Source: an optimization exercise on an open RTL-to-GDS flow (aim: small area, a short achievable clock period and few clock cycles per item). Production flows keep margins and buffers that such runs may drop. At most, simulation tests tie the RTL to the original design; equivalence was not proved.

garnet:
Design systolic_array_os, start of the top module:
module systolic_array_os #(
  parameter  int N      = 4,
  parameter  int DATA_W = 8,
  parameter  int ACC_W  = 24,
  parameter  int MAX_K  = 64,
  localparam int KW     = $clog2(MAX_K + 1),
  localparam int IW     = (N > 1) ? $clog2(N) : 1
) (
  input  logic                clk,
  input  logic                reset_n,
  input  logic                start,
  input  logic [KW-1:0]       k_len,
  input  logic                in_valid,
  output logic                in_ready,
  input  logic [N*DATA_W-1:0] a_vec,
  input  logic [N*DATA_W-1:0] b_vec,
  output logic                out_valid,
  input  logic                out_ready,
  output logic [IW-1:0]       out_idx,
  output logic [N*ACC_W-1:0]  out_row,
  output logic                busy,
  output logic                done
);
Size in the first run: about 5800 cells after synthesis, roughly 820 flip-flops, about 180 I/O pins.
==> flow/config.mk <==
export PLATFORM = sky130hd
export DESIGN_NAME = systolic_array_os
export DESIGN_NICKNAME = systolic_array_os
export VERILOG_FILES = /design/flow/design.v
export SDC_FILE = /design/flow/constraint.sdc
export NUM_CORES = 4
export LEC_CHECK = 0
export CAP_MARGIN = 20
export CORE_MARGIN = 2
export CORE_UTILIZATION = 40
export SLEW_MARGIN = 20
export SYNTH_HIERARCHICAL = 1
==> flow/constraint.sdc <==
create_clock -name core_clock -period 9.0 [get_ports {clk}]
set_input_delay 1.8000 -clock core_clock [delete_from_list [all_inputs] [get_ports {clk}]]
set_output_delay 1.8000 -clock core_clock [all_outputs]
set_load 0.01 [all_outputs]
standard.sh (not shown) runs the stock make flow with config.mk's settings and CLKGATE_MAP_FILE= SYNTH_SCRIPT=/design/flow/synth_recipe.tcl, a recipe that flattens the netlist after the stock synthesis.
==> flow/flow/run.sh <==
#!/bin/bash
set -euo pipefail
bash standard.sh SETUP_SLACK_MARGIN=5.2 "BUFFER_PORTS_ARGS=-buffer_cell sky130_fd_sc_hd__buf_4" finish > standard.log 2>&1
garnet went all the way through synthesis, placement and routing and the layout is clean on timing, DRC and antenna.
Testbench counts of garnet, summed over its fixed seeds: cycles 15,559, jobs 384.
#### Input delta (fjord over garnet)
==> flow/flow/run.sh <==
#!/bin/bash
set -euo pipefail
bash standard.sh SETUP_SLACK_MARGIN=5.7 "BUFFER_PORTS_ARGS=-buffer_cell sky130_fd_sc_hd__buf_4" finish > standard.log 2>&1
- The final layout from fjord, which completed every stage, passed the timing, DRC and antenna checks at the end of the flow.
- [compare] base=garnet new=fjord: final period demand of the worst path down 0.38 ns, die area flat, number of max-cap violations flat.
- Of the two values seen for cell with the largest stage delay on the worst path, edfxtp_1 was produced by fjord and fa_1 by garnet.
- Utilization for fjord: 0.62 points up relative to garnet
- Diff garnet -> fjord: post-route standard cell area excluding fillers saw an increase; synthesis-to-layout area growth saw an increase; number of setup buffers added after CTS saw an increase; final period utilization saw a decrease.
- fjord — required time of the critical path 2.27 ns lower, garnet as reference
diff inputs: fjord => cedar
==> flow/flow/run.sh <==
#!/bin/bash
# The standard layout (standard.sh: the standard synthesis, floorplan, placement,
# CTS, routing) with three settings changed: the timing repair steps aim at a 6 ns
# setup margin (a 3 ns period) instead of the design's 9 ns period, they repair only
# the worst path (TNS_END_PERCENT=0), and the port buffers are buf_4 cells.
# Make's full output goes to standard.log; each ORFS step also keeps its own log under
# orfs/logs/.
set -euo pipefail
bash standard.sh SETUP_SLACK_MARGIN=6.0 TNS_END_PERCENT=0 \
  "BUFFER_PORTS_ARGS=-buffer_cell sky130_fd_sc_hd__buf_4" finish > standard.log 2>&1
--- outcome ---
- Fmax: cedar higher than fjord
- Largest net degree at the start of global routing in cedar is 15% above fjord.
- Going from fjord to cedar, clock tree buffer count of the final layout fell 8; wire length rose 1700 microns; final cell count about even.
- Diff fjord -> cedar: clock period minus final worst setup slack fell by 0.025 ns; final critical-path share of the clock period fell by 0.28 points.
## Diff of input files: yarrow against cedar
==> flow/flow/run.sh <==
#!/bin/bash
set -euo pipefail
bash standard.sh SETUP_SLACK_MARGIN=5.7 TNS_END_PERCENT=0 "BUFFER_PORTS_ARGS=-buffer_cell sky130_fd_sc_hd__buf_4" finish > standard.log 2>&1
==> comparison <==
yarrow — share of the clock period used by the worst path 0.78 points higher, cedar as reference. Re routed wire length: yarrow is about 4.6% down on cedar. Cmp yarrow vs cedar: number of cells on the critical path higher in yarrow. Taking cedar as the reference, in yarrow setup slack decreased by 0.070 ns relative to the old numbers, met3 layer wire length in the routed design now sits lower, final estimated routing congestion in global placement +about 0.4%, final cell count without fillers fell by 42. NOTE: post-route cell area in yarrow falls short of that of cedar. | number of nets in the finished design | lower: yarrow |. Between cedar and yarrow, the difference in area taken by flip-flops and latches is negligible.

* * *

== indigo ==
Another version of the RTL of systolic_array_os (not shown whole).
For scale: about 5500 cells after synthesis, ~810 flip-flops, ~180 I/O pins, ~0.057 mm2 of cells after synthesis.
clock: 9.0 ns
lec_check: 0
cap_margin: 20
core_margin: 2
core_utilization: 40
cts_buf_list: sky130_fd_sc_hd__clkbuf_8
slew_margin: 20
synth_hierarchical: 1
==> flow/flow/run.sh <==
#!/bin/bash
# The standard layout (standard.sh: the standard synthesis, floorplan, placement,
# CTS, routing) with three settings changed: the timing repair steps aim at a 6 ns
# setup margin (a 3 ns period) instead of the design's 9 ns period, they repair only
# the worst path (TNS_END_PERCENT=0), and the port buffers are buf_4 cells.
# Make's full output goes to standard.log; each ORFS step also keeps its own log under
# orfs/logs/.
set -euo pipefail
bash standard.sh SETUP_SLACK_MARGIN=6.0 TNS_END_PERCENT=0 \
  "BUFFER_PORTS_ARGS=-buffer_cell sky130_fd_sc_hd__buf_4" finish > standard.log 2>&1
indigo reached the final stage; the timing, DRC and antenna checks on its layout passed.
Testbench counts of indigo, summed over its fixed seeds: cycles 15,559, jobs 384.
Inputs modified between indigo and sierra:
Settings: removing CTS_BUF_LIST (formerly sky130_fd_sc_hd__clkbuf_8); changing CORE_UTILIZATION from 40 to 55.
Notes after the runs:
- When sierra is measured against indigo, its post-layout minimum cycle time turns out 140 ps lower.
- Overall routed net length: sierra better than indigo
- Sort sierra and indigo by met2 routing resource usage after global routing desc -> top: sierra
- Compare sierra and indigo | initial core utilization lower: indigo
- Across both runs, delay of the slowest cell on the worst path was higher for sierra than for indigo.
- Clock skew: higher on indigo
- Sequential share of layout area was lower in indigo than in sierra.
- indigo: done, clean on timing, DRC and antenna
- Having completed the whole flow, sierra delivered a layout that passed the timing, DRC and antenna checks.
- In sierra, the critical path depth came out 1 below the value in indigo.

* * *

systolic_array_os again, from the RTL that the note above started with.
Settings: LEC_CHECK=0, CAP_MARGIN=20, CORE_MARGIN=2, CORE_UTILIZATION=40, SETUP_SLACK_MARGIN=5, SLEW_MARGIN=20, SYNTH_HIERARCHICAL=1, TNS_END_PERCENT=0; clock period 9.0 ns.
run.sh (not shown) runs the stock make flow with config.mk's settings and CLKGATE_MAP_FILE= SYNTH_SCRIPT=/design/flow/synth_recipe.tcl, a recipe that flattens the netlist after the stock synthesis.
Stock flow here: none of the scripts above is used.
The starting point completed without violations.
Testbench counts at the start, summed over its fixed seeds: cycles 15,559, jobs 384.
Then changed:
==> flow/flow/run.sh (new file) <==
#!/bin/bash
# The standard layout (standard.sh: the standard synthesis, floorplan, placement,
# CTS, routing) with three settings changed: the timing repair steps aim at a 6 ns
# setup margin (a 3 ns period) instead of the design's 9 ns period, they repair only
# the worst path (TNS_END_PERCENT=0), and the port buffers are buf_4 cells.
# Make's full output goes to standard.log; each ORFS step also keeps its own log under
# orfs/logs/.
set -euo pipefail
bash standard.sh SETUP_SLACK_MARGIN=6.0 TNS_END_PERCENT=0 \
  "BUFFER_PORTS_ARGS=-buffer_cell sky130_fd_sc_hd__buf_4" finish > standard.log 2>&1
==> flow/standard.sh (new file) <==
#!/bin/bash
# synth_recipe.tcl (not shown) runs the flow's synth.tcl, then flattens the netlist and writes it again
# the make line also repeats each setting of config.mk as NAME=value (left out here)
make -C /OpenROAD-flow-scripts/flow DESIGN_CONFIG=/design/flow/config.mk WORK_HOME=/design/flow/orfs CLKGATE_MAP_FILE= SYNTH_SCRIPT=/design/flow/synth_recipe.tcl "${@:-finish}"
Settings changed: CTS_CLUSTER_DIAMETER set to 60, CTS_CLUSTER_SIZE set to 20, SETUP_SLACK_MARGIN 5 to unset, TNS_END_PERCENT 0 to unset.
removed: flow/run.sh
What happened: Maximum frequency went up by 16%. Count of clock-buffer cells in the layout went down by 19. Final area went up by 0.89%. Worst setup slack gains 0.49 ns. Core utilization went up by 0.40 points. Final cell count went up by 0.45%. Via count went up by 0.88%. Global-route usage is about the same. Worst hold slack loses 0.046 ns. Wire length went up by 0.76%.
Then changed:
Settings changed: CTS_CLUSTER_DIAMETER 60 to 40, CTS_CLUSTER_SIZE 20 to 10.
What happened:
- design area increases by a few percent
- area after synthesis does not change
- via count increases slightly
- core utilization increases by 1.4 points
- count of clock-buffer cells in the layout increases by 103
- worst hold slack is better by 0.011 ns
- flip-flop and latch count stays the same
- non-clock buffer count decreases by 6
Then changed:
--- a/flow/flow/run.sh
+++ b/flow/flow/run.sh
@@ -7,4 +7,4 @@
 # orfs/logs/.
 set -euo pipefail
-bash standard.sh SETUP_SLACK_MARGIN=6.0 TNS_END_PERCENT=0 \
+bash standard.sh SETUP_SLACK_MARGIN=6.5 TNS_END_PERCENT=0 \
   "BUFFER_PORTS_ARGS=-buffer_cell sky130_fd_sc_hd__buf_4" finish > standard.log 2>&1
Settings changed: CTS_CLUSTER_DIAMETER 40 to unset, CTS_CLUSTER_SIZE 10 to unset.
Critical path depth decreases by 1.
Setup slack gets worse by 0.12 ns.
Routed wire length decreases by 2.7%.
Design area decreases by 3.8%.
Then changed:
--- a/flow/flow/run.sh
+++ b/flow/flow/run.sh
@@ -7,4 +7,4 @@
 # orfs/logs/.
 set -euo pipefail
-bash standard.sh SETUP_SLACK_MARGIN=6.5 TNS_END_PERCENT=0 \
+bash standard.sh SETUP_SLACK_MARGIN=6.0 TNS_END_PERCENT=0 \
   "BUFFER_PORTS_ARGS=-buffer_cell sky130_fd_sc_hd__buf_4" finish > standard.log 2>&1
After rerunning:
- The changed run finished with timing, DRC and antenna clean
- utilization goes up by 0.14 points
- count of clock-buffer cells in the layout goes up by 3
- die area is unchanged
- maximum frequency goes up by a few percent
- worst hold slack got worse by 0.055 ns
Then changed:
==> flow/flow/run.sh (replaced) <==
#!/bin/bash
# The standard layout (standard.sh: the standard synthesis, floorplan, placement,
# CTS, routing) with three settings changed: the timing repair steps aim at a 6 ns
# setup margin (a 3 ns period) instead of the design's 9 ns period, they repair only
# the worst path (TNS_END_PERCENT=10), and the port buffers are buf_4 cells.
# Make's full output goes to standard.log; each ORFS step also keeps its own log under
# orfs/logs/.
set -euo pipefail
bash standard.sh SETUP_SLACK_MARGIN=6.0 TNS_END_PERCENT=10 \
  "BUFFER_PORTS_ARGS=-buffer_cell sky130_fd_sc_hd__buf_4" finish > standard.log 2>&1
The new run produced a clean layout.
Worst hold slack is about the same.
First-iteration DRC count came out lower by 0.47%.
Setup slack gets worse by 0.0033 ns.
Final area came out higher by 0.79%.
Non-clock buffer count came out higher by 13.
Sequential share of layout area came out lower by 0.13 points.
Maximum frequency hardly moves.

* * *

RTL: one of the versions met above, not the one the previous note started from.
Size: roughly 820 flip-flops, about 180 I/O pins, roughly 0.060 mm^2 of cells after synthesis.
## systolic_array_os
module systolic_array_os #(
  parameter  int N      = 4,
  parameter  int DATA_W = 8,
  parameter  int ACC_W  = 24,
  parameter  int MAX_K  = 64,
  localparam int KW     = $clog2(MAX_K + 1),
  localparam int IW     = (N > 1) ? $clog2(N) : 1
) (
  input  logic                clk,
  input  logic                reset_n,
  input  logic                start,
  input  logic [KW-1:0]       k_len,
  input  logic                in_valid,
  output logic                in_ready,
  input  logic [N*DATA_W-1:0] a_vec,
  input  logic [N*DATA_W-1:0] b_vec,
  output logic                out_valid,
  input  logic                out_ready,
  output logic [IW-1:0]       out_idx,
  output logic [N*ACC_W-1:0]  out_row,
  output logic                busy,
  output logic                done
);
clock: 9.0 ns
lec_check: 0
cap_margin: 20
core_margin: 2
core_utilization: 40
slew_margin: 20
synth_hierarchical: 1
standard.sh (not shown) runs the stock make flow with config.mk's settings and CLKGATE_MAP_FILE= SYNTH_SCRIPT=/design/flow/synth_recipe.tcl, a recipe that flattens the netlist after the stock synthesis.
==> flow/flow/run.sh <==
#!/bin/bash
set -euo pipefail
bash standard.sh SETUP_SLACK_MARGIN=6.0 "BUFFER_PORTS_ARGS=-buffer_cell sky130_fd_sc_hd__buf_4" finish > standard.log 2>&1
Testbench counts at the start, summed over its fixed seeds: cycles 15,559, jobs 384.
Edit:
==> flow/flow/run.sh (replaced) <==
#!/bin/bash
set -euo pipefail
bash standard.sh SETUP_SLACK_MARGIN=5.5 "BUFFER_PORTS_ARGS=-buffer_cell sky130_fd_sc_hd__buf_4" finish > standard.log 2>&1
The new run finished clean.
Final cell count falls by 1.9%.
Clock skew stays flat.
Edit:
==> flow/flow/run.sh (replaced) <==
#!/bin/bash
set -euo pipefail
bash standard.sh SETUP_SLACK_MARGIN=6.2 "BUFFER_PORTS_ARGS=-buffer_cell sky130_fd_sc_hd__buf_4" finish > standard.log 2>&1
Effect: Count of clock-buffer cells in the layout increases by 5. Setup slack gets better by 51 ps. Fmax came out higher by 1.5%. Routed wire length rises by 13%. Cell area grows by 9.2%. Via count grows by 4.6%. Hold slack got worse by 22 ps.
Edit:
==> flow/flow/run.sh (replaced) <==
#!/bin/bash
set -euo pipefail
bash standard.sh SETUP_SLACK_MARGIN=6.0 TNS_END_PERCENT=0 "BUFFER_PORTS_ARGS=-buffer_cell sky130_fd_sc_hd__buf_4" finish > standard.log 2>&1
After rerunning:
- worst hold slack got worse by 6.0 ps
- final area decreases by 7.1%
- utilization decreases by 3.5 points
- sequential share of layout area increases by 1.8 points
- register-to-register slack improved by 20 ps

* * *

Another version of the RTL of systolic_array_os (not shown whole).
Size in the first run: about 5800 cells after synthesis, roughly 810 flip-flops, about 180 I/O pins.
export LEC_CHECK = 0
export CAP_MARGIN = 20
export CORE_MARGIN = 2
export CORE_UTILIZATION = 55
export SLEW_MARGIN = 20
export SYNTH_HIERARCHICAL = 1
create_clock -name core_clock -period 9.0 [get_ports {clk}]
==> flow/flow/run.sh <==
#!/bin/bash
# Standard layout, with timing repair aiming past the design's clock period.
set -euo pipefail
cp standard.sh standard_copy.log
bash standard.sh SETUP_SLACK_MARGIN=6 finish > standard.log 2>&1
The first run ran to the end with no violations.
Rerun with:
--- a/flow/flow/run.sh
+++ b/flow/flow/run.sh
@@ -5 +5 @@
-bash standard.sh SETUP_SLACK_MARGIN=6 finish > standard.log 2>&1
+bash standard.sh SETUP_SLACK_MARGIN=5.7 finish > standard.log 2>&1
--- a/flow/config.mk
+++ b/flow/config.mk
@@ -10 +10 @@
-export CORE_UTILIZATION = 55
+export CORE_UTILIZATION = 40
=> Sequential share of layout area is higher by 0.37 points. Wire length falls by 3.0%.
Rerun with:
--- a/flow/flow/run.sh
+++ b/flow/flow/run.sh
@@ -5 +5 @@
-bash standard.sh SETUP_SLACK_MARGIN=5.7 finish > standard.log 2>&1
+bash standard.sh SETUP_SLACK_MARGIN=6 finish > standard.log 2>&1
Outcome: Core utilization increases by 1.5 points. Register-to-register slack hardly moves. Hold slack barely changes. Worst setup slack got worse by 0.014 ns. Wire length went up by about 3%. Final area goes up by about 3.3%. Flip-flop and latch count does not change. Fmax goes down by about 0.4%.
No run of this note included a check of the RTL's function; only the layout flow was run.

-- afterwards: timing with drivers on the ports --
Ports are ideal in the flow. The routed layouts listed here were re-timed in OpenROAD. Step 1 (the two cells are an assumption about what drives the block):
set clk [get_ports {clk}]
set_driving_cell -lib_cell sky130_fd_sc_hd__clkbuf_16 $clk
set_driving_cell -lib_cell sky130_fd_sc_hd__buf_2 [delete_from_list [all_inputs] $clk]
Step 2 adds t to the input delays and takes it off the output delays; t is the mean of the earliest and latest rising clock arrival at the registers after step 1. Input paths then give back, and output paths get back, about the clock's delay inside the block. a / b / c = ideal ports / drivers / drivers and shift; a / b = the first two.
| run | t, ns | slack for setup (ns) | worst register clock-pin slew, ns | pins driven straight from the clock port |
|---|---|---|---|---|
| garnet | 0.797 | 5.358 / 5.358 / 5.069 | 0.07 / 0.07 | 1 |
| fjord | 0.791 | 5.742 / 5.660 / 5.057 | 0.07 / 0.07 | 1 |
| cedar | 0.799 | 5.767 / 5.680 / 5.204 | 0.07 / 0.07 | 1 |
| yarrow | 0.788 | 5.696 / 5.625 / 5.103 | 0.07 / 0.07 | 1 |
| indigo | 0.955 | 5.672 / 5.601 / 4.944 | 0.07 / 0.07 | 1 |
| sierra | 0.748 | 5.813 / 5.740 / 5.253 | 0.07 / 0.07 | 1 |
| the first run of note 3 | 0.772 | 5.346 / 5.401 / 4.629 | 0.07 / 0.07 | 1 |
| the second run of note 3 | 0.785 | 5.837 / 5.762 / 5.274 | 0.08 / 0.08 | 1 |
| the third run of note 3 | 0.837 | 5.778 / 5.700 / 5.276 | 0.05 / 0.05 | 1 |
| the fourth run of note 3 | 0.807 | 5.656 / 5.578 / 5.148 | 0.06 / 0.06 | 1 |
| the fifth run of note 3 | 0.789 | 5.818 / 5.742 / 5.276 | 0.07 / 0.07 | 1 |
| the sixth run of note 3 | 0.788 | 5.815 / 5.739 / 5.444 | 0.07 / 0.07 | 1 |
| the first run of note 4 | 0.796 | 5.758 / 5.672 / 5.384 | 0.07 / 0.07 | 1 |
| the second run of note 4 | 0.795 | 5.654 / 5.618 / 5.073 | 0.07 / 0.07 | 1 |
| the third run of note 4 | 0.822 | 5.705 / 5.625 / 5.565 | 0.06 / 0.06 | 1 |
| the fourth run of note 4 | 0.799 | 5.767 / 5.680 / 5.204 | 0.07 / 0.07 | 1 |
| the first run of note 5 | 0.756 | 5.716 / 5.716 / 5.346 | 0.06 / 0.06 | 1 |
| the second run of note 5 | 0.788 | 5.685 / 5.676 / 5.050 | 0.07 / 0.07 | 1 |
| the third run of note 5 | 0.786 | 5.671 / 5.671 / 5.272 | 0.07 / 0.07 | 1 |
After both steps every run listed still meets setup and hold. The setup slack of indigo, which loses most, moves by -0.071 ns with the drivers and by -0.728 ns with both steps.
